Background: an optimization exercise with open tools, aiming at small area and a short achievable clock period. Do not read the settings as production practice.
Where RTL was checked, it was by simulation tests only, not by an equivalence proof against the original.
For runs 1 to 3, only the layout was checked, not whether the RTL still works.
The flow treats the clock pin as an ideal source, which a real chip does not have.
Power figures rest on the tool's default switching activity, not on a simulated workload.

**design/flow/flow/run.sh**
```bash
#!/bin/bash
# Standard layout, with the port buffers made from the smallest plain buffer.
set -euo pipefail
export BUFFER_PORTS_ARGS="-buffer_cell sky130_fd_sc_hd__buf_1"
bash standard.sh "BUFFER_PORTS_ARGS=$BUFFER_PORTS_ARGS" finish > standard.log 2>&1
```
**design/flow/standard.sh**
```bash
#!/bin/bash
# synth_recipe.tcl (not shown) runs the flow's synth.tcl, then flattens the netlist and writes it again
# the make line also repeats each setting of config.mk as NAME=value (left out here)
make -C /OpenROAD-flow-scripts/flow DESIGN_CONFIG=/design/flow/config.mk WORK_HOME=/design/flow/orfs CLKGATE_MAP_FILE= SYNTH_SCRIPT=/design/flow/synth_recipe.tcl "${@:-finish}"
```
**design/flow/config.mk**
```make
export PLATFORM = sky130hd
export DESIGN_NAME = coeff_ctrl_regs
export DESIGN_NICKNAME = coeff_ctrl_regs
export VERILOG_FILES = /design/flow/design.v
export SDC_FILE = /design/flow/constraint.sdc
export NUM_CORES = 4
export LEC_CHECK = 0
export CAP_MARGIN = 20
export CORE_MARGIN = 2
export CORE_UTILIZATION = 40
export SLEW_MARGIN = 20
export SYNTH_HIERARCHICAL = 1
```
**design/flow/constraint.sdc**
```tcl
create_clock -name core_clock -period 5.0 [get_ports {clk}]
set_input_delay 1.0000 -clock core_clock [delete_from_list [all_inputs] [get_ports {clk}]]
set_output_delay 1.0000 -clock core_clock [all_outputs]
set_load 0.01 [all_outputs]
```
**design/flow/design.v**
```verilog
`default_nettype none
package coeff_regs_pkg;
  localparam int ADDR_W = 8;
  localparam int DATA_W = 16;
  localparam int IIR_STAGES = 8;
  localparam int FIR_TAPS   = 32;
  localparam int STAGE_W = $clog2(IIR_STAGES);
  localparam int INDEX_W = $clog2(FIR_TAPS);
  localparam logic [ADDR_W-1:0] A1_BASE = 8'h00;
  localparam logic [ADDR_W-1:0] A2_BASE = 8'h10;
  localparam logic [ADDR_W-1:0] B0_BASE = 8'h20;
  localparam logic [ADDR_W-1:0] B1_BASE = 8'h30;
  localparam logic [ADDR_W-1:0] B2_BASE = 8'h40;
  localparam logic [ADDR_W-1:0] FIR_BASE = 8'h50;
  localparam logic [ADDR_W-1:0] CTRL_ADDR = 8'hF0;
  typedef logic [DATA_W-1:0] coeff_t;
  typedef enum logic [2:0] {
    REGION_A1,
    REGION_A2,
    REGION_B0,
    REGION_B1,
    REGION_B2,
    REGION_FIR,
    REGION_CTRL,
    REGION_NONE
  } coeff_region_e;
endpackage
`default_nettype wire
`timescale 1ns/100ps
`default_nettype none
module coeff_addr_decode (
  input  logic [7:0]  address,
  input  logic        enable,
  output logic [71:0] sel,
  output logic [71:0] sel_n,
  output logic        ctrl,
  output logic        ctrl_n
);
  always_comb begin
    for (int w = 0; w < 72; w++) begin
      if (w < 40) sel[w] = enable && address == 8'((w / 8) * 16 + (w % 8));
      else        sel[w] = enable && address == 8'(8'h50 + (w - 40));
    end
    ctrl = enable && address == 8'hF0;
  end
  assign sel_n  = ~sel;
  assign ctrl_n = ~ctrl;
endmodule
`default_nettype wire
`timescale 1ns/100ps
`default_nettype none
module coeff_store (
  input  logic                clk,
  input  logic                rst_n,
  input  logic [71:0]         we,
  input  logic [71:0]         we_n,
  input  logic                we_ctrl,
  input  logic                we_ctrl_n,
  input  logic [15:0]         write_data,
  output logic [71:0][15:0]   words,
  output logic                filter_select
);
  always_ff @(posedge clk or negedge rst_n) begin
    if (~rst_n) begin
      words <= '0;
    end else begin
      for (int w = 0; w < 72; w++)
        words[w] <= ({16{we[w]}} & write_data) | ({16{we_n[w]}} & words[w]);
    end
  end
  always_ff @(posedge clk or negedge rst_n) begin
    if (~rst_n) begin
      filter_select <= 1'b0;
    end else begin
      filter_select <= (we_ctrl & write_data[0]) | (we_ctrl_n & filter_select);
    end
  end
endmodule
`default_nettype wire
`timescale 1ns/100ps
`default_nettype none
module coeff_rb_aoi3 (
  input  logic [2:0]       sel,
  input  logic [2:0][15:0] words,
  output logic [15:0]      y_n
);
  assign y_n = ~(({16{sel[0]}} & words[0]) |
                 ({16{sel[1]}} & words[1]) |
                 ({16{sel[2]}} & words[2]));
endmodule
module coeff_readback (
  input  logic                clk,
  input  logic                rst_n,
  input  logic [71:0]         sel,
  input  logic                sel_ctrl,
  input  logic [71:0][15:0]   words,
  input  logic                filter_select,
  output logic [15:0]         read_data
);
  logic [23:0][15:0] term_n;
  logic [15:0]       read_next;
  for (genvar g = 0; g < 24; g++) begin : g_aoi
    coeff_rb_aoi3 u_aoi (
      .sel   (sel[3*g+2:3*g]),
      .words (words[3*g+2:3*g]),
      .y_n   (term_n[g])
    );
  end
  always_comb begin
    read_next = {15'b0, sel_ctrl & filter_select};
    for (int g = 0; g < 24; g++)
      read_next = read_next | ~term_n[g];
  end
  always_ff @(posedge clk or negedge rst_n) begin
    if (~rst_n) begin
      read_data <= '0;
    end else begin
      read_data <= read_next;
    end
  end
endmodule
`default_nettype wire
`timescale 1ns/100ps
`default_nettype none
module coeff_ctrl_regs (
  input  logic                                   clk,
  input  logic                                   rst_n,
  input  logic [coeff_regs_pkg::ADDR_W-1:0]      write_address,
  input  coeff_regs_pkg::coeff_t                 write_data,
  input  logic                                   write_en,
  input  logic [coeff_regs_pkg::ADDR_W-1:0]      read_address,
  output coeff_regs_pkg::coeff_t                 read_data,
  output coeff_regs_pkg::coeff_t [coeff_regs_pkg::IIR_STAGES-1:0] coeff_a1,
  output coeff_regs_pkg::coeff_t [coeff_regs_pkg::IIR_STAGES-1:0] coeff_a2,
  output coeff_regs_pkg::coeff_t [coeff_regs_pkg::IIR_STAGES-1:0] coeff_b0,
  output coeff_regs_pkg::coeff_t [coeff_regs_pkg::IIR_STAGES-1:0] coeff_b1,
  output coeff_regs_pkg::coeff_t [coeff_regs_pkg::IIR_STAGES-1:0] coeff_b2,
  output coeff_regs_pkg::coeff_t [coeff_regs_pkg::FIR_TAPS-1:0]   fir_coeff,
  output logic                                   filter_select
);
  logic [71:0]       we, we_n, rsel, rsel_n;
  logic              we_ctrl, we_ctrl_n, rsel_ctrl, rsel_ctrl_n;
  logic [71:0][15:0] words;
  coeff_addr_decode u_write_decode (
    .address (write_address),
    .enable  (write_en),
    .sel     (we),
    .sel_n   (we_n),
    .ctrl    (we_ctrl),
    .ctrl_n  (we_ctrl_n)
  );
  coeff_addr_decode u_read_decode (
    .address (read_address),
    .enable  (1'b1),
    .sel     (rsel),
    .sel_n   (rsel_n),
    .ctrl    (rsel_ctrl),
    .ctrl_n  (rsel_ctrl_n)
  );
  coeff_store u_store (
    .clk           (clk),
    .rst_n         (rst_n),
    .we            (we),
    .we_n          (we_n),
    .we_ctrl       (we_ctrl),
    .we_ctrl_n     (we_ctrl_n),
    .write_data    (write_data),
    .words         (words),
    .filter_select (filter_select)
  );
  coeff_readback u_readback (
    .clk           (clk),
    .rst_n         (rst_n),
    .sel           (rsel),
    .sel_ctrl      (rsel_ctrl),
    .words         (words),
    .filter_select (filter_select),
    .read_data     (read_data)
  );
  assign coeff_a1  = words[7:0];
  assign coeff_a2  = words[15:8];
  assign coeff_b0  = words[23:16];
  assign coeff_b1  = words[31:24];
  assign coeff_b2  = words[39:32];
  assign fir_coeff = words[71:40];
endmodule
`default_nettype wire
```
==> results of run 1 <==
==> per-layer routing <==
metal / part of all wire / GRT usage
met1: 0.35 / 0.513
met2: 0.45 / 0.664
met5: 0.00034 / 0
met4: 0.082 / 0.261
met3: 0.12 / 0.105
==> final cells by class <==
cell class,count,area (um^2)
Clock inverter,44,598
Sequential cell,1169,29300
Tap cell,1650,2060
Multi-Input combinational cell,1948,17400
Antenna cell,13,32.5
Clock buffer,177,3510
Fill cell,11630,66600
Timing Repair Buffer,1393,6140
==> critical path: cells and delay by family <==
family,cells,cell delay [ps]
AOI/OAI and AO/OA,1,690
buffers and inverters,3,850
and+or+nand+nor,5,2110
==> per-stage QoR <==
stage	power (W)	area, um^2
3_5_place_dp	0.0126	54700
5_1_grt	0.0224	58900
6_report	0.0219	59000
4_1_cts	0.0219	58800
2_1_floorplan	0.0113	50500
3_3_place_gp	0.0125	54500
==> how the worst min path moves through the flow <==
stage	start	endpoint	slack (ps)	cells past startpoint
floorplan	u_store.words[1022]	u_store.words[1022]	550	1
global placement	u_store.words[542]	u_store.words[542]	500	1
detailed placement	u_store.words[1119]	u_store.words[1119]	510	1
CTS	rst_n	u_store.words[466]	360	1
global route	rst_n	u_store.words[466]	370	1
finish	rst_n	u_store.words[466]	410	1
==> state kept, by name (all words and copies together), names as in the netlist <==
name,flops
u_store.filter_select,1
u_readback.read_data,16
u_store.words,1152
==> report_power, final <==
part | internal, W | switching (W)
sequential | 0.00990 | 0.000635
combinational | 0.000566 | 0.00135
clock | 0.00538 | 0.00408
total | 0.0158 | 0.00607
==> placed cells by master, fill, tap and decap left out, drive strengths merged, types with 18 or more instances in the layout <==
cell type	n
buf	1375
nand3	74
nand4	98
clkbuf	195
nor3	147
nand2	18
dfrtp	1169
clkinv	24
a222oi	384
a22o	1153
==> run notes, run 1 <==
outcome complete, no violations; Slew @ Worst Pin 1280 ps; post-layout net count 4666; Syn Area/Cell 13.7 um^2; global-route wire length before repair 381000 um; post-CTS clock slew at the launch and capture registers of the worst setup and hold paths 60 ps; worst reg2reg path depth 4; headroom to the max-slew limit 0.145; setup repair after global routing missed its margin false; largest fanout of any net on the critical path 16; FMAX 246 MHz; number of buffers inserted for hold repair after clock tree synthesis 0; maximum number of pins on one net before global-route repair 126; antenna violations before repair 14; total global routing track utilization 0.419; Root Buffer Master clkbuf_16; number of maximum-capacitance violations 0; worst setup path endpoint u_readback.read_data[7]; Routed wire per std cell 43.9 um; ratio of total power to cell area 372 nW/um^2; global route total overflow 0; Synth Instances 3684; layout-stage area growth over the synthesis result 16.7%; Critical Path Max Stage Delay 720 ps; clock net sink count 1169; total count of max-transition violations in the final report 0; first-pass iteration count of the detailed router 17; post-cts resize count 0; Worst Skew 39.5 ps; via total after detailed routing 46525; library cell appearing most often on the critical path buf_4; count of warnings emitted by yosys 9; vias per inst 7.28; depth of the CTS H-tree 3; starting density of the core 0.402; leakage power summed over all cells 26.3 nW; remaining antenna violation count after routing 0; number of hold violations in the final report 0; area enclosed by the die boundary 129000 um^2; setup slack on the worst flop-to-flop path 2290 ps; total CTS buffers 119; total length of routed wires 281000 um; Die W 359 um; Core Footprint 126000 um^2; Layout Cells excl Fill 6394; count of unresolved DRC violations after routing 0; IO buf count 1203; CTS tree yes; layout cell share with drive strength beyond 1 0.121; final worst path period share 0.813; end of the worst register-to-register path u_readback.read_data[7]; number of nets in the synthesized netlist 3719; post-route worst setup slack 933 ps; Final Critical Period 4070 ps; setup bufs post-CTS 0; detailed placement HPWL 206000 um; number of cells after detailed placement 6158; R2R Path Start u_store.words[167]; CP required 5610 ps; classification of the worst setup path in -> reg; total of endpoints with negative setup slack in the final report 0; count of boundary I/O pins 1204; number of global-route vias before repair 42943; CP Launch Type primary input; Worst EP arrival 4670 ps; Hold/Removal Path Class in -> async; IR drop worst, VDD 0.328 mV; setup tns final 0 ps; crit end category register; insertion delay of the later-clocked pin in the worst-skew pair 790 ps; ordered list of cells on the worst path buf_1 -> nand2b_2 -> buf_4 -> buf_4 -> nor3_2 -> a222oi_1 -> nand4_1 -> nor4_1 -> nand2_1; first element of the critical path read_address[0]; Hold WS 408 ps; Setup Slack @ Placement 280 ps; Final Wtd Congestion 1.01; Starting DRT DRC Count 9455; worst-path cell with the longest stage delay nor4_1; core occupancy in the finished layout 0.470; post-synthesis cell area 50500 um^2; die span in y 359 um; clock buffer depth 3; Row Count 130
==> inputs of run 2 (changes only) <==
--- a/design/flow/config.mk
+++ b/design/flow/config.mk
@@ -9,4 +9,5 @@
 export CORE_MARGIN = 2
 export CORE_UTILIZATION = 40
+export SETUP_SLACK_MARGIN = 2.5
 export SLEW_MARGIN = 20
 export SYNTH_HIERARCHICAL = 1
==> run notes, run 2 <==
count of unresolved DRC violations after routing 0; Row Count 130; Slew @ Worst Pin 1300 ps; CTS tree yes; max reg flops 1152; number of global-route vias before repair 44016; post-layout net count 4863; starting density of the core 0.402; IR drop worst, VDD 0.280 mV; vias per inst 7.18; clock buffer depth 3; Final Critical Period 3530 ps; number of hold violations in the final report 0; total global routing track utilization 0.427; fill cell total of the finished layout 11301; Synth Instances 3684; setup repair after global routing missed its margin true; IO buf count 1203; total count of max-transition violations in the final report 0; core occupancy in the finished layout 0.498; most common cell after layout, fill and taps aside a22o_1; antenna violations before repair 14; Core Footprint 126000 um^2; FMAX 283 MHz; die span in y 359 um; post-synthesis cell area 50500 um^2; number of buffers inserted for hold repair after clock tree synthesis 0; ratio of total power to cell area 352 nW/um^2; number of maximum-capacitance violations 0; total area of multi-input combinational cells 18300 um^2; depth of the CTS H-tree 3; Syn Area/Cell 13.7 um^2; family with the most delay on the worst path simple AND/OR/NAND/NOR gates; total length of routed wires 285000 um; Worst EP arrival 4140 ps; remaining antenna violation count after routing 0; first-pass iteration count of the detailed router 13; layout-stage area growth over the synthesis result 23.7%; clock net sink count 1169; detailed placement HPWL 206000 um; final worst path period share 0.706; outcome complete, no violations; library cell appearing most often on the critical path buf_6; Starting DRT DRC Count 9984; Final Wtd Congestion 1.10; worst-path cell with the longest stage delay a222oi_1; number of nets in the synthesized netlist 3719; via total after detailed routing 47356; setup tns final 0 ps; Hold/Removal Path Class in -> async; post-CTS clock slew at the launch and capture registers of the worst setup and hold paths 60 ps; Die W 359 um; CP Launch Type primary input; maximum number of pins on one net before global-route repair 140; insertion delay of the later-clocked pin in the worst-skew pair 780 ps; largest fanout of any net on the critical path 8; area enclosed by the die boundary 129000 um^2; Routed wire per std cell 43.3 um; count of warnings emitted by yosys 9; crit end category register; layout cell share with drive strength beyond 1 0.206; classification of the worst setup path in -> reg; ordered list of cells on the worst path buf_12 -> buf_4 -> buf_6 -> nand4bb_4 -> buf_6 -> nor3_4 -> buf_6 -> a222oi_1 -> nand4_1 -> nor4_4 -> nand2_1; Critical Path Max Stage Delay 690 ps; Buf+Inv Stages, Crit Path 5; headroom to the max-slew limit 0.135; total of endpoints with negative setup slack in the final report 0; register name with the most flops u_store.words; global-route wire length before repair 387000 um; most frequent cells in the layout a22o_1 (1153), dfrtp_1 (1132), buf_1 (1056), a222oi_1 (384), buf_4 (261); CP required 5610 ps; count of boundary I/O pins 1204; Worst Skew 31.6 ps; total CTS buffers 121; Root Buffer Master clkbuf_16; global route total overflow 0; registers with the highest flip-flop counts u_store.words x1152, u_readback.read_data x16, u_store.filter_select x1; Sequential cell area 29300 um^2; leakage power summed over all cells 28.6 nW
run 2: where the power goes:
| part | total [W] | switching, W | internal, W |
|---|---|---|---|
| Combinational | 0.00208 | 0.00142 | 0.000661 |
| Clock | 0.00943 | 0.00404 | 0.00539 |
| Sequential | 0.0105 | 0.000598 | 0.00991 |
run 2: repair_timing:
item | 4_1_cts | 5_1_grt
setup endpoints to repair | 1223 | 406
pin swaps | 126 | 60
resized for setup | 395 | 30
buffers inserted | 148 | 30
cloned | 6 | 1
run 2: per-stage QoR:
| step | instance area, um^2 | setup WS (ps) | hold WS (ps) | std cells | power (W) |
|---|---|---|---|---|---|
| 4_1_cts | 62000 | 1740 | 459 | 6550 | 0.0219 |
| 3_3_place_gp | 54700 | -491 | 503 | 6161 | 0.0125 |
| 6_report | 62500 | 1470 | 482 | 6594 | 0.0220 |
| 3_5_place_dp | 54900 | -333 | 506 | 6169 | 0.0125 |
| 5_1_grt | 62500 | 1620 | 477 | 6590 | 0.0225 |
| 2_1_floorplan | 50900 | 2400 | 550 | 3684 | 0.0113 |
run 2: final cells by class:
cell class                      count  area share
Clock inverter                     41     0.00793
Timing Repair Buffer             1583       0.140
Clock buffer                      186      0.0573
Tap cell                         1650      0.0330
Antenna cell                       12    0.000480
Sequential cell                  1169       0.469
Multi-Input combinational cell   1953       0.292
run 2: worst paths after layout:
kind / from / end / slack (ps) / cells past startpoint
worst max-delay path: read_address[6] / u_readback.read_data[12] / 1470 / 11
worst min-delay path: rst_n / u_store.words[216] / 480 / 1
worst max register to register: u_store.words[588] / u_readback.read_data[12] / 2080 / 4
worst min register to register: u_store.words[932] / u_store.words[932] / 520 / 1
max in group asynchronous: rst_n / u_store.words[100] / 3040 / 2
min in group core_clock: u_store.words[932] / u_store.words[932] / 520 / 1
run 2: layer usage:
| metal | vias up | share of wire | track usage | routed length [um] |
|---|---|---|---|---|
| li1 | 17534 | - | - | - |
| met4 | 6 | 0.091 | 0.301 | 25900 |
| met2 | 4667 | 0.44 | 0.652 | 126000 |
| met3 | 954 | 0.12 | 0.108 | 34400 |
| met5 | - | 0.00015 | 0 | 43 |
| met1 | 24195 | 0.35 | 0.531 | 98800 |
==> inputs of run 3 (changes only) <==
--- a/design/flow/config.mk
+++ b/design/flow/config.mk
@@ -8,5 +8,5 @@
 export CAP_MARGIN = 20
 export CORE_MARGIN = 2
-export CORE_UTILIZATION = 40
+export CORE_UTILIZATION = 55
 export SETUP_SLACK_MARGIN = 2.5
 export SLEW_MARGIN = 20
==> run notes, run 3 <==
starting density of the core 0.553; number of nets in the synthesized netlist 3719; outcome stopped before the end; Synth Instances 3684; Syn Area/Cell 13.7 um^2; count of warnings emitted by yosys 9; error that stopped the run [ERROR PPL-0024] Number of IO pins (1204) exceeds maximum number of available positions (1108). Increase the die perimeter from 1228.50um to 1637.44um.; Die W 307 um; die span in y 307 um; Row Count 111; post-synthesis cell area 50500 um^2; Last stage I/O pin placement
==> inputs of run 4 (changes only) <==
--- a/design/flow/design.v
+++ b/design/flow/design.v
@@ -89,4 +89,16 @@
                  ({16{sel[2]}} & words[2]));
 endmodule
+module coeff_rb_nand3 (
+  input  logic [2:0][15:0] a_n,
+  output logic [15:0]      y
+);
+  assign y = ~(a_n[0] & a_n[1] & a_n[2]);
+endmodule
+module coeff_rb_nor2 (
+  input  logic [1:0][15:0] a,
+  output logic [15:0]      y_n
+);
+  assign y_n = ~(a[0] | a[1]);
+endmodule
 module coeff_readback (
   input  logic                clk,
@@ -98,17 +110,30 @@
   output logic [15:0]         read_data
 );
-  logic [23:0][15:0] term_n;
+  logic [23:0][15:0] t1_n;
+  logic [7:0][15:0]  t2;
+  logic [3:0][15:0]  t3_n;
   logic [15:0]       read_next;
-  for (genvar g = 0; g < 24; g++) begin : g_aoi
+  for (genvar g = 0; g < 24; g++) begin : g_l1
     coeff_rb_aoi3 u_aoi (
       .sel   (sel[3*g+2:3*g]),
       .words (words[3*g+2:3*g]),
-      .y_n   (term_n[g])
+      .y_n   (t1_n[g])
     );
   end
+  for (genvar g = 0; g < 8; g++) begin : g_l2
+    coeff_rb_nand3 u_nand (
+      .a_n (t1_n[3*g+2:3*g]),
+      .y   (t2[g])
+    );
+  end
+  for (genvar g = 0; g < 4; g++) begin : g_l3
+    coeff_rb_nor2 u_nor (
+      .a   (t2[2*g+1:2*g]),
+      .y_n (t3_n[g])
+    );
+  end
   always_comb begin
-    read_next = {15'b0, sel_ctrl & filter_select};
-    for (int g = 0; g < 24; g++)
-      read_next = read_next | ~term_n[g];
+    read_next    = ~(t3_n[0] & t3_n[1] & t3_n[2] & t3_n[3]);
+    read_next[0] = read_next[0] | (sel_ctrl & filter_select);
   end
   always_ff @(posedge clk or negedge rst_n) begin
--- a/design/flow/config.mk
+++ b/design/flow/config.mk
@@ -8,6 +8,6 @@
 export CAP_MARGIN = 20
 export CORE_MARGIN = 2
-export CORE_UTILIZATION = 55
-export SETUP_SLACK_MARGIN = 2.5
+export CORE_UTILIZATION = 40
+export SETUP_SLACK_MARGIN = 2.3
 export SLEW_MARGIN = 20
 export SYNTH_HIERARCHICAL = 1
==> run notes, run 4 <==
outcome complete, no violations; clock buffer depth 3; Synth Instances 3749; sequential share of power 0.470; CP Launch Type primary input; number of cells after detailed placement 6195; Comb power frac 0.089; Root Buffer Master clkbuf_16; most common cell after layout, fill and taps aside buf_1; P_sw 0.00601 W; end of the worst register-to-register path u_readback.read_data[10]; worst reg2reg path depth 4; Worst Skew 25.7 ps; final cell area excluding filler cells 60900 um^2; post-synthesis cell area 50700 um^2; count of boundary I/O pins 1204; worst-path cell with the longest stage delay nor3_2; first-pass iteration count of the detailed router 13; setup tns final 0 ps; Slew @ Worst Pin 1220 ps; family with the most delay on the worst path simple AND/OR/NAND/NOR gates; register name with the most flops u_store.words; fill cell total of the finished layout 11465; CTS tree yes; registers with the highest flip-flop counts u_store.words x1152, u_readback.read_data x16, u_store.filter_select x1; Clock Power Share 0.441; total global routing track utilization 0.398; final worst path period share 0.574; total length of routed wires 268000 um; Post-DP Area 54500 um^2; proportion of total power due to net switching 0.268; max reg flops 1152; clock net sink count 1169; classification of the worst setup path in -> reg; detailed placement HPWL 192000 um; FMAX 349 MHz; IO buf count 1203; Final Critical Period 2870 ps; total internal power 0.0164 W; Routed wire per std cell 41.1 um; CP required 5690 ps; largest fanout of any net on the critical path 18; Final Wtd Congestion 0.992; global route total overflow 0; Critical Path Max Stage Delay 830 ps; most frequent cells in the layout buf_1 (1173), dfrtp_1 (1169), a22o_1 (1153), a222oi_1 (384), buf_4 (196); Starting DRT DRC Count 10135; setup slack on the worst flop-to-flop path 2830 ps; IR drop worst, VDD 0.289 mV; layout cell share with drive strength beyond 1 0.155; core occupancy in the finished layout 0.484; ratio of total power to cell area 368 nW/um^2; layout-stage area growth over the synthesis result 20.1%; Worst EP arrival 3550 ps; total of endpoints with negative setup slack in the final report 0; Hold WS 279 ps; remaining antenna violation count after routing 0; setup repair after global routing missed its margin true; R2R Path Start u_store.words[298]; global-route wire length before repair 366000 um; ordered list of cells on the worst path buf_1 -> nand2_2 -> nor3_2 -> buf_4 -> a22o_1; Row Count 130; total count of max-transition violations in the final report 0; number of global-route vias before repair 42937; Hold/Removal Path Class in -> async; depth of the CTS H-tree 3; number of maximum-capacitance violations 0; number of hold violations in the final report 0; starting density of the core 0.403; headroom to the max-slew limit 0.182; antenna violations before repair 13; vias per inst 7.13; insertion delay of the later-clocked pin in the worst-skew pair 770 ps; Die W 360 um; area enclosed by the die boundary 130000 um^2; Layout Cells excl Fill 6519; leakage power summed over all cells 27.5 nW; count of unresolved DRC violations after routing 0; via total after detailed routing 46454; Core Footprint 126000 um^2; number of nets in the synthesized netlist 3784; crit end category register; count of warnings emitted by yosys 9; Buf+Inv Stages, Crit Path 2; total CTS buffers 120; number of buffers inserted for hold repair after clock tree synthesis 0; Syn Area/Cell 13.5 um^2; die span in y 360 um; post-layout net count 4788; maximum number of pins on one net before global-route repair 155; post-CTS clock slew at the launch and capture registers of the worst setup and hold paths 60 ps
## run 4: how the worst max path moves through the flow
stage | start | endpoint | slack (ps) | cells after the start
2_1_floorplan | read_address[2] | u_readback.read_data[4] | 2300 | 9
3_3_place_gp | read_address[1] | u_readback.read_data[2] | 520 | 8
3_5_place_dp | read_address[1] | u_readback.read_data[10] | 530 | 8
4_1_cts | write_address[4] | u_store.words[389] | 2100 | 4
5_1_grt | write_address[0] | u_store.words[798] | 2120 | 4
6_report | write_address[1] | u_store.words[1075] | 2130 | 5
## run 4: layer usage
metal | vias up | wire (um) | GRT usage
met4 | 6 | 20700 | 0.253
met3 | 793 | 33700 | 0.117
li1 | 17380 | - | -
met2 | 4430 | 120000 | 0.606
met5 | - | 45 | 0.00296
met1 | 23845 | 94000 | 0.497
## run 4: area by class of cell
cell class,count,area (um^2),share of cell area
Sequential cell,1169,29300,0.480
Multi-Input combinational cell,2014,18200,0.299
Timing Repair Buffer,1448,7030,0.115
Clock buffer,166,3490,0.0573
Tap cell,1650,2060,0.0339
Clock inverter,62,830,0.0136
Antenna cell,10,25.0,0.000411
## run 4: stage by stage
stage,setup slack (ps),power (W)
floorplan,2300,0.0113
global placement,517,0.0125
CTS,2100,0.0223
finish,2130,0.0224
global route,2120,0.0229
detailed placement,533,0.0125
## run 4: timing repair
action,4_1_cts,5_1_grt
cloned,1,1
resized for setup,142,71
endpoints found under the hold margin,0,0
pin swaps,22,33
endpoints found under the setup margin,786,493
buffers inserted,41,42
## run 4: power groups by stage
stage	sequential (W)	clock [W]	combinational [W]
after floorplan	0.0106	0	0.000714
after global placement	0.0106	0	0.00185
after detailed placement	0.0106	0	0.00187
after CTS	0.0105	0.00991	0.00195
after global routing	0.0105	0.0103	0.00209
final	0.0105	0.00987	0.00199
## run 4: worst register-to-register path, stage by stage (launching register included)
cell and delay [ps]:
dfrtp_1 420, a222oi_1 750, nand3_1 350, nor2_4 370, nand4_1 150
==> inputs of run 5 (changes only) <==
==> design/flow/flow/run.sh (replaced) <==
#!/bin/bash
# Standard layout, with the port buffers made from the smallest plain buffer,
# pins allowed on every routing track, and one more setup repair pass after
# clock tree synthesis.
set -euo pipefail
HERE=$(cd "$(dirname "${BASH_SOURCE[0]}")" && pwd)
export BUFFER_PORTS_ARGS="-buffer_cell sky130_fd_sc_hd__buf_1"
export PLACE_PINS_ARGS="-min_distance 1 -min_distance_in_tracks"
export POST_CTS_TCL="$HERE/post_cts.tcl"
bash standard.sh "BUFFER_PORTS_ARGS=$BUFFER_PORTS_ARGS" "PLACE_PINS_ARGS=$PLACE_PINS_ARGS" \
  "POST_CTS_TCL=$POST_CTS_TCL" finish > standard.log 2>&1
==> design/flow/flow/post_cts.tcl (new file) <==
# Extra setup repair after clock tree synthesis, free to change cell footprints.
log_cmd repair_timing -setup -setup_margin $::env(SETUP_SLACK_MARGIN) -repair_tns 100 -verbose
detailed_placement
check_placement -verbose
--- a/design/flow/config.mk
+++ b/design/flow/config.mk
@@ -6,8 +6,8 @@
 export NUM_CORES = 4
 export LEC_CHECK = 0
-export CAP_MARGIN = 20
+export CAP_MARGIN = 50
 export CORE_MARGIN = 2
 export CORE_UTILIZATION = 40
-export SETUP_SLACK_MARGIN = 2.3
-export SLEW_MARGIN = 20
+export SETUP_SLACK_MARGIN = 2.4
+export SLEW_MARGIN = 70
 export SYNTH_HIERARCHICAL = 1
==> run notes, run 5 <==
global-route wire length before repair 361000 um; error that stopped the run [ERROR GRT-0116] Global routing finished with congestion. Check the congestion regions in the DRC Viewer.; number of nets in the synthesized netlist 3784; detailed placement HPWL 188000 um; Syn Area/Cell 13.5 um^2; count of boundary I/O pins 1204; Synth Instances 3749; post-synthesis cell area 50700 um^2; global route total overflow 2; outcome stopped before the end; total global routing track utilization 0.388; Final Wtd Congestion 1.04; number of global-route vias before repair 47985; Die W 360 um; die span in y 360 um; starting density of the core 0.403; IO buf count 1203; Last stage global routing; count of warnings emitted by yosys 9; Row Count 130; maximum number of pins on one net before global-route repair 73
[run 5: how the worst min path moves through the flow]
stage / cells past startpoint / slack [ps] / start / endpoint
3_5_place_dp: 1 / 500 / u_store.words[239] / u_store.words[239]
3_3_place_gp: 1 / 500 / u_store.words[110] / u_store.words[110]
2_1_floorplan: 1 / 540 / u_store.filter_select / u_readback.read_data[0]
[run 5: stage by stage]
step | util | std cells | setup WS (ps) | total power (W) | area [um^2]
after detailed placement | 0.469 | 6546 | 524 | 0.0126 | 58900
after floorplan | - | 3749 | 2400 | 0.0113 | 51100
after global placement | 0.433 | 6151 | 488 | 0.0124 | 54400
[run 5: layer usage]
metal,overflow,track usage
met5,0,0.00740
met3,0,0.163
met2,2,0.562
met4,0,0.258
met1,0,0.470
[run 5: power groups by stage]
stage	sequential (W)	combinational, W	clock [W]
3_5_place_dp	0.0106	0.00207	0
3_3_place_gp	0.0106	0.00184	0
2_1_floorplan	0.0106	0.000733	0
==> inputs of run 6 (changes only) <==
==> design/flow/flow/run.sh (replaced) <==
#!/bin/bash
# Standard layout, with the port buffers made from the smallest plain buffer
# and one more setup repair pass after clock tree synthesis.
set -euo pipefail
HERE=$(cd "$(dirname "${BASH_SOURCE[0]}")" && pwd)
export BUFFER_PORTS_ARGS="-buffer_cell sky130_fd_sc_hd__buf_1"
export POST_CTS_TCL="$HERE/post_cts.tcl"
bash standard.sh "BUFFER_PORTS_ARGS=$BUFFER_PORTS_ARGS" "POST_CTS_TCL=$POST_CTS_TCL" finish > standard.log 2>&1
--- a/design/flow/config.mk
+++ b/design/flow/config.mk
@@ -9,5 +9,7 @@
 export CORE_MARGIN = 2
 export CORE_UTILIZATION = 40
-export SETUP_SLACK_MARGIN = 2.4
+export CTS_CLUSTER_DIAMETER = 100
+export CTS_CLUSTER_SIZE = 20
+export SETUP_SLACK_MARGIN = 2.5
 export SLEW_MARGIN = 70
 export SYNTH_HIERARCHICAL = 1
==> run notes, run 6 <==
Die W 360 um; worst-path cell with the longest stage delay a222oi_1; clock net sink count 1169; setup slack on the worst flop-to-flop path 3010 ps; insertion delay of the later-clocked pin in the worst-skew pair 700 ps; Final Wtd Congestion 1.07; count of unresolved DRC violations after routing 0; IO buf count 1203; post-synthesis cell area 50700 um^2; Worst EP arrival 3230 ps; Hold/Removal Path Class in -> async; total global routing track utilization 0.415; register name with the most flops u_store.words; Hold WS 235 ps; outcome complete, no violations; power consumption 0.0189 W; first-pass iteration count of the detailed router 14; count of warnings emitted by yosys 9; post-CTS clock slew at the launch and capture registers of the worst setup and hold paths 90 ps; end of the worst register-to-register path u_readback.read_data[11]; post-layout net count 5160; Core Footprint 126000 um^2; Row Count 130; GRT Max-Usage Layer met2; ordered list of cells on the worst path buf_8 -> or3b_4 -> buf_12 -> buf_12 -> nor3_4 -> buf_6 -> buf_6 -> a222oi_1 -> nand3_1 -> nor2_4 -> nand4_1; number of maximum-capacitance violations 0; count of boundary I/O pins 1204; R2R Path Start u_store.words[251]; starting density of the core 0.403; GR met2 Demand/Resource 0.639; total of endpoints with negative setup slack in the final report 0; area enclosed by the die boundary 130000 um^2; die span in y 360 um; headroom to the max-slew limit 0.629; IR drop worst, VDD 0.274 mV; most frequent cells in the layout buf_1 (1219), a22o_1 (1153), dfrtp_1 (1149), a222oi_1 (384), buf_4 (246); maximum number of pins on one net before global-route repair 67; via total after detailed routing 48682; number of global-route vias before repair 44716; CTS tree yes; remaining antenna violation count after routing 0; ratio of total power to cell area 295 nW/um^2; Worst Skew 34.4 ps; detailed placement HPWL 209000 um; global route total overflow 0; Starting DRT DRC Count 9838; global-route wire length before repair 382000 um; max reg flops 1152; worst reg2reg path depth 4; layout-stage area growth over the synthesis result 25.9%; most common cell after layout, fill and taps aside buf_1; final worst path period share 0.536; crit end category register; Synth Instances 3749; CP required 5540 ps; vias per inst 7.16; setup repair after global routing missed its margin true; layout cell share with drive strength beyond 1 0.206; largest fanout of any net on the critical path 8; total count of max-transition violations in the final report 0; registers with the highest flip-flop counts u_store.words x1152, u_readback.read_data x16, u_store.filter_select x1; Slew @ Worst Pin 557 ps; number of nets in the synthesized netlist 3784; Syn Area/Cell 13.5 um^2; leakage power summed over all cells 29.3 nW; Critical Path Max Stage Delay 470 ps; routing usage on met1 0.516; CP Launch Type primary input; Final Critical Period 2680 ps; number of hold violations in the final report 0; Routed wire per std cell 41.1 um; antenna violations before repair 25; setup tns final 0 ps; classification of the worst setup path in -> reg; FMAX 373 MHz; total length of routed wires 280000 um; Global Route met3 Usage 0.115
## run 6: routing by layer
metal	routed length, um	part of all wire
met5	122	0.00044
met4	24800	0.089
met3	34600	0.12
met2	124000	0.44
met1	96300	0.34
## run 6: stage by stage
step | std cells | utilization | setup slack [ps] | area [um^2]
6_report | 6799 | 0.507 | 2320 | 63800
5_1_grt | 6792 | 0.507 | 2330 | 63800
3_5_place_dp | 6528 | 0.468 | 539 | 58800
3_3_place_gp | 6186 | 0.435 | 465 | 54800
2_1_floorplan | 3749 | - | 2440 | 51400
## run 6: layout make-up
| class | instances | area (um^2) |
|---|---|---|
| repair buffers | 1869 | 11000 |
| clock inverters | 10 | 123 |
| clock buffers | 73 | 1830 |
| fillers | 11250 | 61900 |
| diodes | 14 | 35.0 |
| multi-input cells | 2014 | 19500 |
| well taps | 1650 | 2060 |
| flip-flops and latches | 1169 | 29300 |
## run 6: worst max-delay path by stage
stage                                from                        to  slack, ps  depth (start not counted)
after floorplan           read_address[5]   u_readback.read_data[4]       2440                          9
after global placement    read_address[6]   u_readback.read_data[9]        470                          7
after detailed placement  read_address[2]   u_readback.read_data[9]        540                         12
after global routing      read_address[4]  u_readback.read_data[10]       2330                         12
final                     read_address[3]  u_readback.read_data[13]       2320                         11
## run 6: where the power goes
part / internal (W) / leakage, nW / switching, W
Clock: 0.00266 / 0.958 / 0.00346
Sequential: 0.00989 / 16.1 / 0.000706
Combinational: 0.000749 / 12.2 / 0.00139
## run 6: critical path, delay by kind of cell
kind | cells | cell delay [ps]
AND/OR/NAND/NOR | 5 | 1070
AO/OA/AOI/OAI | 1 | 470
buffers and inverters | 5 | 660
==> inputs of run 7 (changes only) <==
==> design/flow/flow/post_cts.tcl (replaced) <==
# Extra setup repair after clock tree synthesis, free to change cell footprints.
log_cmd repair_timing -setup -setup_margin $::env(SETUP_SLACK_MARGIN) -repair_tns $::env(TNS_END_PERCENT) -verbose
detailed_placement
check_placement -verbose
--- a/design/flow/config.mk
+++ b/design/flow/config.mk
@@ -6,5 +6,5 @@
 export NUM_CORES = 4
 export LEC_CHECK = 0
-export CAP_MARGIN = 50
+export CAP_MARGIN = 30
 export CORE_MARGIN = 2
 export CORE_UTILIZATION = 40
@@ -12,4 +12,5 @@
 export CTS_CLUSTER_SIZE = 20
 export SETUP_SLACK_MARGIN = 2.5
-export SLEW_MARGIN = 70
+export SLEW_MARGIN = 50
 export SYNTH_HIERARCHICAL = 1
+export TNS_END_PERCENT = 0
==> run notes, run 7 <==
outcome complete, no violations; total of endpoints with negative setup slack in the final report 0; most common cell after layout, fill and taps aside buf_1; crit end category register; setup repair after global routing missed its margin true; Routed wire per std cell 42.5 um; post-CTS clock slew at the launch and capture registers of the worst setup and hold paths 90 ps; area enclosed by the die boundary 130000 um^2; number of global-route vias before repair 42779; Syn Area/Cell 13.5 um^2; count of boundary I/O pins 1204; number of nets in the synthesized netlist 3784; antenna violations before repair 21; most frequent cells in the layout buf_1 (1176), dfrtp_1 (1169), a22o_1 (1153), a222oi_1 (384), buf_4 (201); register name with the most flops u_store.words; ratio of total power to cell area 312 nW/um^2; total count of max-transition violations in the final report 0; Starting DRT DRC Count 9779; Crit path depth 10; worst-path cell with the longest stage delay a222oi_1; Buf+Inv Stages, Crit Path 4; end of the worst register-to-register path u_readback.read_data[0]; leakage power summed over all cells 27.1 nW; post-synthesis cell area 50700 um^2; registers with the highest flip-flop counts u_store.words x1152, u_readback.read_data x16, u_store.filter_select x1; Worst EP arrival 3400 ps; layout-stage area growth over the synthesis result 17.0%; Worst Skew 25.7 ps; total internal power 0.0131 W; total global routing track utilization 0.406; first-pass iteration count of the detailed router 11; count of warnings emitted by yosys 9; total length of routed wires 272000 um; classification of the worst setup path in -> reg; worst reg2reg path depth 5; Final Wtd Congestion 1.05; insertion delay of the later-clocked pin in the worst-skew pair 670 ps; detailed placement HPWL 200000 um; Row Count 130; setup tns final 0 ps; die span in y 360 um; final worst path period share 0.570; via total after detailed routing 46315; P_sw 0.00538 W; Critical Path Max Stage Delay 610 ps; sequential share of power 0.572; maximum number of pins on one net before global-route repair 129; Die W 360 um; Synth Instances 3749; largest fanout of any net on the critical path 15; clock net sink count 1169; setup slack on the worst flop-to-flop path 2770 ps; IO buf count 1203; CP Launch Type primary input; number of maximum-capacitance violations 0; CTS tree yes; Core Footprint 126000 um^2; IR drop worst, VDD 0.276 mV; post-layout net count 4773; headroom to the max-slew limit 0.469; R2R Path Start u_store.words[288]; family with the most delay on the worst path simple AND/OR/NAND/NOR gates; CP required 5550 ps; vias per inst 7.23; power consumption 0.0185 W; Comb power frac 0.107; Final Critical Period 2850 ps; proportion of total power due to net switching 0.291; FMAX 351 MHz; Clock Power Share 0.322; starting density of the core 0.403; max reg flops 1152; Slew @ Worst Pin 796 ps; Hold/Removal Path Class in -> async; layout cell share with drive strength beyond 1 0.146; global-route wire length before repair 372000 um; remaining antenna violation count after routing 0; ordered list of cells on the worst path buf_2 -> or3b_4 -> buf_12 -> buf_4 -> nor3_4 -> buf_4 -> a222oi_1 -> nand3_2 -> nor2_4 -> nand4_1; library cell appearing most often on the critical path buf_4; global route total overflow 0; number of hold violations in the final report 0; count of unresolved DRC violations after routing 0
run 7: how the worst max path moves through the flow:
stage	startpoint	endpoint	slack (ps)
6_report	read_address[2]	u_readback.read_data[11]	2150
5_1_grt	write_en	u_store.words[287]	2250
3_5_place_dp	read_address[3]	u_readback.read_data[10]	620
3_3_place_gp	read_address[7]	u_readback.read_data[12]	460
2_1_floorplan	read_address[2]	u_readback.read_data[10]	2440
run 7: metrics by stage:
| stage | utilization | cells | area, um^2 | setup WS [ps] | hold slack (ps) |
|---|---|---|---|---|---|
| 3_5_place_dp | 0.445 | 6235 | 55900 | 616 | 502 |
| 5_1_grt | 0.471 | 6408 | 59300 | 2250 | 305 |
| 2_1_floorplan | - | 3749 | 51400 | 2440 | 537 |
| 3_3_place_gp | 0.435 | 6164 | 54600 | 461 | 503 |
| 6_report | 0.472 | 6410 | 59300 | 2150 | 306 |
run 7: cell type report:
cell class                 instances  area, um^2
antenna                           14        35.0
clock buffer                      72        1790
clock inverter                     7        83.8
fill                           11665       66400
multi-input combinational       2013       18700
sequential                      1169       29300
tap                             1650        2060
timing repair buffer            1485        7350
run 7: power groups by stage:
| stage | combinational [W] | clock, W | sequential [W] |
|---|---|---|---|
| 3_5_place_dp | 0.00191 | 0 | 0.0107 |
| 3_3_place_gp | 0.00184 | 0 | 0.0107 |
| 5_1_grt | 0.00208 | 0.00627 | 0.0106 |
| 2_1_floorplan | 0.000747 | 0 | 0.0106 |
| 6_report | 0.00198 | 0.00594 | 0.0106 |
run 7: routing by layer:
layer / part of all wire / global-route usage / vias up
met1: 0.36 / 0.525 / 23995
met5: 0.00051 / 0.00407 / -
met2: 0.44 / 0.609 / 4252
li1: - / - / 17227
met4: 0.083 / 0.263 / 12
met3: 0.12 / 0.0980 / 829
==> inputs of run 8 (changes only) <==
--- a/design/flow/config.mk
+++ b/design/flow/config.mk
@@ -11,5 +11,5 @@
 export CTS_CLUSTER_DIAMETER = 100
 export CTS_CLUSTER_SIZE = 20
-export SETUP_SLACK_MARGIN = 2.5
+export SETUP_SLACK_MARGIN = 2.7
 export SLEW_MARGIN = 50
 export SYNTH_HIERARCHICAL = 1
==> run notes, run 8 <==
Post-DP Area 55900 um^2; highest metal layer with signal wires met5; library cell appearing most often on the critical path buf_4; Critical Path Max Stage Delay 600 ps; number of maximum-capacitance violations 0; ordered list of cells on the worst path buf_4 -> or3b_4 -> buf_8 -> buf_4 -> nor3_4 -> buf_4 -> a222oi_1 -> nand3_2 -> nor2_4 -> nand4_1; most common cell after layout, fill and taps aside buf_1; Routed wire per std cell 42.3 um; total global routing track utilization 0.407; area enclosed by the die boundary 130000 um^2; Syn Area/Cell 13.5 um^2; Buf+Inv Stages, Crit Path 4; ratio of total power to cell area 309 nW/um^2; IO buf count 1203; Routed met1 length 98600 um; number of global-route vias before repair 42988; family with the most delay on the worst path simple AND/OR/NAND/NOR gates; total count of max-transition violations in the final report 0; number of nets in the synthesized netlist 3784; layout-stage area growth over the synthesis result 18.2%; final worst path period share 0.567; total of endpoints with negative setup slack in the final report 0; worst-path cell with the longest stage delay a222oi_1; Slew @ Worst Pin 843 ps; most frequent cells in the layout buf_1 (1175), dfrtp_1 (1169), a22o_1 (1153), a222oi_1 (384), buf_4 (219); global-route wire length before repair 373000 um; core occupancy in the finished layout 0.477; insertion delay of the later-clocked pin in the worst-skew pair 680 ps; global route total overflow 0; setup tns final 0 ps; Hold/Removal Path Class in -> async; Sequential cell area 29300 um^2; count of warnings emitted by yosys 9; total area of multi-input combinational cells 18800 um^2; Die W 360 um; maximum number of pins on one net before global-route repair 129; CP required 5550 ps; registers with the highest flip-flop counts u_store.words x1152, u_readback.read_data x16, u_store.filter_select x1; classification of the worst setup path in -> reg; total met3 wirelength after detailed routing 32200 um; CP Launch Type primary input; max reg flops 1152; layout cell share with drive strength beyond 1 0.155; Starting DRT DRC Count 9928; Row Count 130; total length of routed wires 273000 um; via total after detailed routing 46774; antenna violations before repair 17; IR drop worst, VDD 0.280 mV; remaining antenna violation count after routing 0; Synth Instances 3749; outcome complete, no violations; met2 wire len 120000 um; CTS tree yes; final cell area excluding filler cells 59900 um^2; Hold WS 311 ps; number of cells after detailed placement 6235; clock net sink count 1169; leakage power summed over all cells 27.3 nW; crit end category register; post-synthesis cell area 50700 um^2; Layout Cells excl Fill 6452; detailed placement HPWL 200000 um; first-pass iteration count of the detailed router 11; Final Critical Period 2840 ps; Final Wtd Congestion 1.05; register name with the most flops u_store.words; number of hold violations in the final report 0; headroom to the max-slew limit 0.438; FMAX 353 MHz; vias per inst 7.25; Worst Skew 27.9 ps; starting density of the core 0.403; Worst EP arrival 3380 ps; count of boundary I/O pins 1204; largest fanout of any net on the critical path 15; count of unresolved DRC violations after routing 0; die span in y 360 um; post-layout net count 4813; setup repair after global routing missed its margin true; fill cell total of the finished layout 11588; post-CTS clock slew at the launch and capture registers of the worst setup and hold paths 90 ps; Core Footprint 126000 um^2
## run 8: routing by layer
| metal | track usage | vias to the layer above |
|---|---|---|
| met5 | 0.00407 | - |
| met4 | 0.261 | 6 |
| met3 | 0.0932 | 813 |
| met2 | 0.613 | 4348 |
| met1 | 0.529 | 24282 |
| li1 | - | 17325 |
## run 8: final timing paths
check                                        start  cells after the start  slack (ps)                       end
worst min-delay path                         rst_n                      1         310        u_store.words[688]
max in group asynchronous                    rst_n                      3        3410        u_store.words[153]
worst max register to register  u_store.words[841]                      4        2810   u_readback.read_data[9]
worst max-delay path               read_address[2]                     10        2160  u_readback.read_data[11]
worst min register to register  u_store.words[447]                      1         520        u_store.words[447]
min in group core_clock         u_store.words[447]                      1         520        u_store.words[447]
## run 8: power by group
group	switching [W]	total [W]	internal, W	leakage [nW]
registers	0.000677	0.0106	0.00989	16.1
logic	0.00135	0.00199	0.000643	10.3
clock network	0.00336	0.00595	0.00259	0.923
total	0.00539	0.0185	0.0131	27.3
## run 8: cell type report
class	instances	area share
clock inverter	7	0.00140
sequential	1169	0.488
antenna	16	0.000668
tap	1650	0.0345
clock buffer	72	0.0299
timing repair buffer	1525	0.132
multi-input combinational	2013	0.313
## run 8: worst reg2reg max path: cells and delay by family, from the launching register on
kind | cells | cell delay, ps
and+or+nand+nor | 3 | 950
AOI/OAI and AO/OA | 1 | 660
DFF | 1 | 450
## run 8: per-stage QoR
step | setup slack, ps | power [W]
floorplan | 2440 | 0.0113
global placement | 461 | 0.0125
detailed placement | 616 | 0.0126
global route | 2310 | 0.0189
finish | 2160 | 0.0185
==> inputs of run 9 (changes only) <==
==> design/flow/flow/run.sh (replaced) <==
#!/bin/bash
# Standard layout, with the output port buffers made from the smallest plain
# buffer and the input port buffers from buf_4, and one more setup repair pass
# after clock tree synthesis.
set -euo pipefail
HERE=$(cd "$(dirname "${BASH_SOURCE[0]}")" && pwd)
export BUFFER_PORTS_ARGS="-outputs -buffer_cell sky130_fd_sc_hd__buf_1"
export POST_GLOBAL_PLACE_TCL="$HERE/post_gpl.tcl"
export POST_CTS_TCL="$HERE/post_cts.tcl"
bash standard.sh "BUFFER_PORTS_ARGS=$BUFFER_PORTS_ARGS" "POST_GLOBAL_PLACE_TCL=$POST_GLOBAL_PLACE_TCL" \
  "POST_CTS_TCL=$POST_CTS_TCL" finish > standard.log 2>&1
==> design/flow/flow/post_gpl.tcl (new file) <==
# Input ports get a stronger buffer than the output ports: each input fans out
# across the whole block.
buffer_ports -inputs -buffer_cell sky130_fd_sc_hd__buf_4
--- a/design/flow/config.mk
+++ b/design/flow/config.mk
@@ -11,5 +11,5 @@
 export CTS_CLUSTER_DIAMETER = 100
 export CTS_CLUSTER_SIZE = 20
-export SETUP_SLACK_MARGIN = 2.7
+export SETUP_SLACK_MARGIN = 2.5
 export SLEW_MARGIN = 50
 export SYNTH_HIERARCHICAL = 1
==> run notes, run 9 <==
outcome complete, no violations; Syn Area/Cell 13.5 um^2; Slew @ Worst Pin 833 ps; largest fanout of any net on the critical path 8; layout-stage area growth over the synthesis result 18.3%; register name with the most flops u_store.words; vias per inst 7.25; number of nets in the synthesized netlist 3784; area enclosed by the die boundary 130000 um^2; number of global-route vias before repair 42866; max reg flops 1152; detailed placement HPWL 201000 um; number of maximum-capacitance violations 0; post-layout net count 4773; Sequential cell area 29300 um^2; Final Critical Period 2770 ps; Worst Skew 32.6 ps; fill cell total of the finished layout 11575; IR drop worst, VDD 0.217 mV; via total after detailed routing 46384; FMAX 361 MHz; Hold WS 158 ps; total global routing track utilization 0.403; post-CTS clock slew at the launch and capture registers of the worst setup and hold paths 90 ps; global-route wire length before repair 371000 um; R2R Path Start u_store.words[288]; Post-DP Area 56400 um^2; post-synthesis cell area 50700 um^2; count of warnings emitted by yosys 9; insertion delay of the later-clocked pin in the worst-skew pair 690 ps; Routed wire per std cell 42.4 um; Synth Instances 3749; final cell area excluding filler cells 60000 um^2; CP Launch Type primary input; Hold/Removal Path Class in -> async; final worst path period share 0.554; clock net sink count 1169; layout cell share with drive strength beyond 1 0.149; count of boundary I/O pins 1204; registers with the highest flip-flop counts u_store.words x1152, u_readback.read_data x16, u_store.filter_select x1; starting density of the core 0.403; total area of multi-input combinational cells 18700 um^2; classification of the worst setup path in -> reg; Row Count 130; antenna violations before repair 14; remaining antenna violation count after routing 0; first-pass iteration count of the detailed router 11; count of unresolved DRC violations after routing 0; die span in y 360 um; most frequent cells in the layout buf_1 (1169), dfrtp_1 (1169), a22o_1 (1153), a222oi_1 (384), buf_4 (165); setup tns final 0 ps; total count of max-transition violations in the final report 0; ordered list of cells on the worst path buf_6 -> nand4bb_4 -> buf_4 -> nor3_4 -> clkbuf_4 -> a222oi_1 -> nand3_2 -> nor2_4 -> nand4_1; Die W 360 um; setup repair after global routing missed its margin true; worst-path cell with the longest stage delay a222oi_1; Worst EP arrival 3320 ps; number of hold violations in the final report 0; IO buf count 1203; Core Footprint 126000 um^2; Critical Path Max Stage Delay 710 ps; leakage power summed over all cells 27.3 nW; CP required 5550 ps; crit end category register; global route total overflow 0; maximum number of pins on one net before global-route repair 93; Starting DRT DRC Count 9371; ratio of total power to cell area 310 nW/um^2; total length of routed wires 271000 um; number of cells after detailed placement 6222; headroom to the max-slew limit 0.445; total of endpoints with negative setup slack in the final report 0; CTS tree yes; first element of the critical path read_address[7]; Layout Cells excl Fill 6401
==> run 9: final timing paths <==
path,slack (ps),cells past startpoint,to
worst max-delay path,2230,9,u_readback.read_data[8]
min in group core_clock,530,1,u_store.words[1047]
worst min register to register,530,1,u_store.words[1047]
max in group asynchronous,2700,6,u_store.words[935]
worst max register to register,2840,5,u_readback.read_data[0]
worst min-delay path,160,1,u_store.words[314]
==> run 9: critical path: cells and delay by family <==
kind | cells | cell delay, ps
AOI/OAI and AO/OA | 1 | 710
buffers and inverters | 3 | 500
and+or+nand+nor | 5 | 1080
==> run 9: report_power, final <==
part           internal (W)  switching (W)
registers           0.00989       0.000647
clock network       0.00262        0.00336
logic              0.000677        0.00138
total                0.0132        0.00539
==> run 9: routing by layer <==
layer	global-route usage	vias up	wire length [um]
met5	0.00888	-	262
met2	0.613	4156	121000
met4	0.235	18	20300
met1	0.515	24148	96600
met3	0.112	823	32800
li1	-	17239	-
==> run 9: layout make-up <==
cell class                 count  share of cell area
tap                         1650              0.0344
antenna                        4            0.000167
multi-input combinational   2014               0.312
clock buffer                  71              0.0296
timing repair buffer        1484               0.134
sequential                  1169               0.488
clock inverter                 9             0.00196
==> run 9: metrics by stage <==
stage	util	worst slack [ps]	power [W]
after floorplan	-	2440	0.0113
after detailed placement	0.448	676	0.0126
final	0.477	2230	0.0186
after global placement	0.429	801	0.0120
after global routing	0.477	2360	0.0190
==> inputs of run 10 (changes only) <==
--- a/design/flow/config.mk
+++ b/design/flow/config.mk
@@ -6,5 +6,5 @@
 export NUM_CORES = 4
 export LEC_CHECK = 0
-export CAP_MARGIN = 30
+export CAP_MARGIN = 20
 export CORE_MARGIN = 2
 export CORE_UTILIZATION = 40
@@ -12,5 +12,5 @@
 export CTS_CLUSTER_SIZE = 20
 export SETUP_SLACK_MARGIN = 2.5
-export SLEW_MARGIN = 50
+export SLEW_MARGIN = 30
 export SYNTH_HIERARCHICAL = 1
 export TNS_END_PERCENT = 0
==> run notes, run 10 <==
Syn Area/Cell 13.5 um^2; setup tns final 0 ps; Critical Path Max Stage Delay 990 ps; post-synthesis cell area 50700 um^2; total of endpoints with negative setup slack in the final report 0; final worst path period share 0.596; global-route wire length before repair 367000 um; layout-stage area growth over the synthesis result 14.9%; number of hold violations in the final report 0; Row Count 130; number of cells after detailed placement 6134; total length of routed wires 270000 um; headroom to the max-slew limit 0.238; number of nets in the synthesized netlist 3784; Routed wire per std cell 42.9 um; remaining antenna violation count after routing 0; Layout Cells excl Fill 6293; clock net sink count 1169; Starting DRT DRC Count 9446; CP Launch Type primary input; global route total overflow 0; crit end category register; ratio of total power to cell area 316 nW/um^2; most frequent cells in the layout buf_1 (1169), dfrtp_1 (1169), a22o_1 (1153), a222oi_1 (384), nand3_1 (145); fill cell total of the finished layout 11706; vias per inst 7.26; antenna violations before repair 11; total count of max-transition violations in the final report 0; max reg flops 1152; insertion delay of the later-clocked pin in the worst-skew pair 680 ps; Synth Instances 3749; total global routing track utilization 0.400; starting density of the core 0.403; leakage power summed over all cells 26.3 nW; IR drop worst, VDD 0.228 mV; worst reg2reg path depth 4; die span in y 360 um; classification of the worst setup path in -> reg; setup repair after global routing missed its margin true; detailed placement HPWL 191000 um; post-layout net count 4667; post-CTS clock slew at the launch and capture registers of the worst setup and hold paths 90 ps; count of boundary I/O pins 1204; maximum number of pins on one net before global-route repair 127; registers with the highest flip-flop counts u_store.words x1152, u_readback.read_data x16, u_store.filter_select x1; FMAX 335 MHz; CTS tree yes; Die W 360 um; number of maximum-capacitance violations 0; total area of multi-input combinational cells 18400 um^2; Worst EP arrival 3510 ps; outcome complete, no violations; count of warnings emitted by yosys 9; ordered list of cells on the worst path buf_12 -> nand4bb_4 -> buf_6 -> nor3_4 -> buf_12 -> a222oi_1 -> nand3_1 -> nor2_4 -> nand4_1; area enclosed by the die boundary 130000 um^2; IO buf count 1203; count of unresolved DRC violations after routing 0; via total after detailed routing 45715; Final Critical Period 2980 ps; Sequential cell area 29300 um^2; worst-path cell with the longest stage delay a222oi_1; Worst Skew 39.5 ps; register name with the most flops u_store.words; library cell appearing most often on the critical path buf_12; Core Footprint 126000 um^2; Slew @ Worst Pin 1140 ps; first-pass iteration count of the detailed router 14; CP required 5530 ps; largest fanout of any net on the critical path 14; Hold/Removal Path Class in -> async; layout cell share with drive strength beyond 1 0.121; number of global-route vias before repair 42099
## run 10: layout make-up
class / instances / share of cell area
Tap cell: 1650 / 0.0354
Clock buffer: 70 / 0.0301
Timing Repair Buffer: 1376 / 0.114
Clock inverter: 9 / 0.00170
Sequential cell: 1169 / 0.502
Multi-Input combinational cell: 2016 / 0.316
Antenna cell: 3 / 0.000129
## run 10: worst paths after layout
path                                           from  slack, ps                        to
worst min register to register   u_store.words[295]        530        u_store.words[295]
max in group asynchronous                     rst_n       2660        u_store.words[939]
worst max-delay path                read_address[4]       2020  u_readback.read_data[12]
min in group core_clock          u_store.words[295]        530        u_store.words[295]
worst max register to register  u_store.words[1116]       2560  u_readback.read_data[12]
worst min-delay path                          rst_n        190        u_store.words[314]
## run 10: routing by layer
metal  share of wire  global-route usage  vias to the layer above
li1                -                   -                    17013
met1            0.36               0.509                    23635
met2            0.44               0.600                     4239
met3            0.12               0.114                      816
met4           0.079               0.253                       12
met5         0.00030                   0                        -
## run 10: critical path: cells and delay by family
| family | cells | cell delay (ps) |
|---|---|---|
| simple gates | 5 | 1120 |
| compound gates | 1 | 990 |
| buf+inv | 3 | 370 |
## run 10: through the flow
stage / power (W) / setup slack (ps) / utilization / cell area [um^2] / hold WS, ps
2_1_floorplan: 0.0113 / 2440 / - / 51400 / 537
6_report: 0.0184 / 2020 / 0.463 / 58200 / 189
3_3_place_gp: 0.0120 / 801 / 0.429 / 54000 / 505
5_1_grt: 0.0189 / 2180 / 0.463 / 58200 / 195
3_5_place_dp: 0.0126 / 656 / 0.437 / 54900 / 504
## run 10: power breakdown
group / internal (W) / switching (W)
clock network: 0.00254 / 0.00337
registers: 0.00989 / 0.000645
logic: 0.000623 / 0.00136
total: 0.0130 / 0.00537
==> inputs of run 11 (changes only) <==
--- a/design/flow/design.v
+++ b/design/flow/design.v
@@ -127,5 +127,5 @@
     );
   end
-  for (genvar g = 0; g < 4; g++) begin : g_l3
+  for (genvar g = 1; g < 4; g++) begin : g_l3
     coeff_rb_nor2 u_nor (
       .a   (t2[2*g+1:2*g]),
@@ -134,7 +134,8 @@
   end
   always_comb begin
-    read_next    = ~(t3_n[0] & t3_n[1] & t3_n[2] & t3_n[3]);
-    read_next[0] = read_next[0] | (sel_ctrl & filter_select);
-  end
+    t3_n[0]    = ~(t2[0] | t2[1]);
+    t3_n[0][0] = ~(t2[0][0] | t2[1][0] | (sel_ctrl & filter_select));
+  end
+  assign read_next = ~(t3_n[0] & t3_n[1] & t3_n[2] & t3_n[3]);
   always_ff @(posedge clk or negedge rst_n) begin
     if (~rst_n) begin
--- a/design/flow/config.mk
+++ b/design/flow/config.mk
@@ -6,5 +6,5 @@
 export NUM_CORES = 4
 export LEC_CHECK = 0
-export CAP_MARGIN = 20
+export CAP_MARGIN = 30
 export CORE_MARGIN = 2
 export CORE_UTILIZATION = 40
@@ -12,5 +12,5 @@
 export CTS_CLUSTER_SIZE = 20
 export SETUP_SLACK_MARGIN = 2.5
-export SLEW_MARGIN = 30
+export SLEW_MARGIN = 50
 export SYNTH_HIERARCHICAL = 1
 export TNS_END_PERCENT = 0
==> run notes, run 11 <==
outcome complete, no violations; insertion delay of the later-clocked pin in the worst-skew pair 700 ps; CP required 5550 ps; largest fanout of any net on the critical path 13; Comb power frac 0.114; post-synthesis cell area 50700 um^2; Starting DRT DRC Count 9843; first-pass iteration count of the detailed router 14; classification of the worst setup path in -> reg; total of endpoints with negative setup slack in the final report 0; max reg flops 1152; sequential share of power 0.564; number of maximum-capacitance violations 0; registers with the highest flip-flop counts u_store.words x1152, u_readback.read_data x16, u_store.filter_select x1; P_sw 0.00540 W; via total after detailed routing 46802; core occupancy in the finished layout 0.486; register name with the most flops u_store.words; setup tns final 0 ps; FMAX 354 MHz; clock net sink count 1169; proportion of total power due to net switching 0.290; number of hold violations in the final report 0; ratio of total power to cell area 305 nW/um^2; global-route wire length before repair 368000 um; Die W 360 um; Clock Power Share 0.322; Slew @ Worst Pin 889 ps; Row Count 130; CP Launch Type primary input; most frequent cells in the layout buf_1 (1169), dfrtp_1 (1169), a22o_1 (1153), a222oi_1 (384), buf_4 (173); Hold/Removal Path Class in -> async; die span in y 360 um; leakage power summed over all cells 27.9 nW; layout cell share with drive strength beyond 1 0.154; Core Footprint 126000 um^2; worst reg2reg path depth 4; Worst EP arrival 3370 ps; total global routing track utilization 0.399; post-layout net count 4814; Synth Instances 3749; maximum number of pins on one net before global-route repair 94; count of warnings emitted by yosys 9; headroom to the max-slew limit 0.407; total length of routed wires 269000 um; Routed wire per std cell 41.7 um; total count of max-transition violations in the final report 0; Syn Area/Cell 13.5 um^2; number of nets in the synthesized netlist 3784; IO buf count 1203; CTS tree yes; layout-stage area growth over the synthesis result 20.4%; fill cell total of the finished layout 11284; final worst path period share 0.565; routing usage on met1 0.498; total internal power 0.0132 W; detailed placement HPWL 193000 um; crit end category register; count of boundary I/O pins 1204; global route total overflow 0; Global Route met3 Usage 0.109; post-CTS clock slew at the launch and capture registers of the worst setup and hold paths 90 ps; count of unresolved DRC violations after routing 0; area enclosed by the die boundary 130000 um^2; Hold WS 125 ps; IR drop worst, VDD 0.221 mV; remaining antenna violation count after routing 0; starting density of the core 0.403; vias per inst 7.26; GRT Max-Usage Layer met2; Worst Skew 27.1 ps; GR met2 Demand/Resource 0.611; antenna violations before repair 12; number of global-route vias before repair 43077; setup repair after global routing missed its margin true; Final Critical Period 2820 ps
==> run 11: critical path, cell delays in order <==
cell and delay (ps):
buf_4 150, or4b_1 280, buf_12 220, nor3_4 70
buf_12 140, a222oi_1 660, nand3_2 390, nor2_4 300
nand4_1 130
==> run 11: cell type report <==
| class | instances | area (um^2) | area share |
|---|---|---|---|
| clock inverter | 8 | 111 | 0.00182 |
| tap | 1650 | 2060 | 0.0338 |
| multi-input combinational | 2017 | 18800 | 0.308 |
| antenna | 10 | 25.0 | 0.000410 |
| timing repair buffer | 1522 | 9040 | 0.148 |
| sequential | 1169 | 29300 | 0.479 |
| clock buffer | 71 | 1780 | 0.0291 |
==> run 11: worst paths after layout <==
path	start	end	slack, ps
setup / recovery	read_address[5]	u_readback.read_data[8]	2180
hold / removal	rst_n	u_store.words[296]	130
setup reg to reg	u_store.words[1106]	u_readback.read_data[2]	2840
hold reg to reg	u_store.words[434]	u_store.words[434]	530
max in group asynchronous	rst_n	u_store.words[1091]	2550
min in group core_clock	u_store.words[434]	u_store.words[434]	530
==> run 11: stage by stage <==
| step | cells | area, um^2 | total power [W] | setup slack, ps |
|---|---|---|---|---|
| after floorplan | 3749 | 51300 | 0.0113 | 2430 |
| after global placement | 6074 | 54000 | 0.0122 | 461 |
| after detailed placement | 6178 | 56100 | 0.0126 | 409 |
| after global routing | 6437 | 61000 | 0.0191 | 2300 |
| final | 6447 | 61000 | 0.0186 | 2180 |
==> run 11: per-layer routing <==
layer / wire length (um) / part of all wire / up-vias
met5: 201 / 0.00075 / -
met4: 23100 / 0.086 / 10
met3: 34500 / 0.13 / 990
met2: 119000 / 0.44 / 4533
met1: 91700 / 0.34 / 23959
li1: - / - / 17310
==> run 11: power by group through the flow <==
stage,Sequential (W),Combinational [W],Clock [W]
6_report,0.0105,0.00213,0.00600
5_1_grt,0.0105,0.00223,0.00631
3_5_place_dp,0.0106,0.00197,0
3_3_place_gp,0.0107,0.00154,0
2_1_floorplan,0.0106,0.000746,0

-- separate check: timing with driven ports --
Ports are ideal in the flow. The routed layouts listed here were re-timed in OpenROAD. Step 1 (the two cells are an assumption about what drives the block):
set clk [get_ports {clk}]
set_driving_cell -lib_cell sky130_fd_sc_hd__clkbuf_16 $clk
set_driving_cell -lib_cell sky130_fd_sc_hd__buf_2 [delete_from_list [all_inputs] $clk]
Step 2 also shifts input and output timing later by t, the mid clock arrival at the registers, as if the neighbouring blocks saw the same clock. a / b / c = no drivers / after step 1 / after step 2; a / b = the first two.
run	t, ns	setup slack, ns	clock arrival spread, ns	worst register clock-pin slew, ns	worst slew at a driven data input, ns
run 1	0.853	0.933 / 0.991 / 0.138	0.042 / 0.042	0.07 / 0.07	0.20
run 2	0.850	1.470 / 1.477 / 0.627	0.044 / 0.044	0.07 / 0.07	0.19
run 4	0.836	2.131 / 2.098 / 1.262	0.026 / 0.026	0.07 / 0.07	0.14
run 6	0.774	2.318 / 2.334 / 1.561	0.043 / 0.043	0.10 / 0.10	0.17
run 7	0.752	2.152 / 2.121 / 1.369	0.046 / 0.045	0.09 / 0.09	0.15
run 8	0.750	2.164 / 2.133 / 1.383	0.039 / 0.040	0.09 / 0.09	0.17
run 9	0.758	2.232 / 2.272 / 1.514	0.036 / 0.036	0.10 / 0.10	0.08
run 10	0.746	2.018 / 2.036 / 1.290	0.048 / 0.048	0.09 / 0.09	0.08
run 11	0.762	2.177 / 2.231 / 1.470	0.043 / 0.043	0.10 / 0.10	0.06
After both steps setup and hold are still met in every run listed. The setup slack of run 4, which loses most, moves by -0.033 ns with the drivers and by -0.869 ns with both steps.
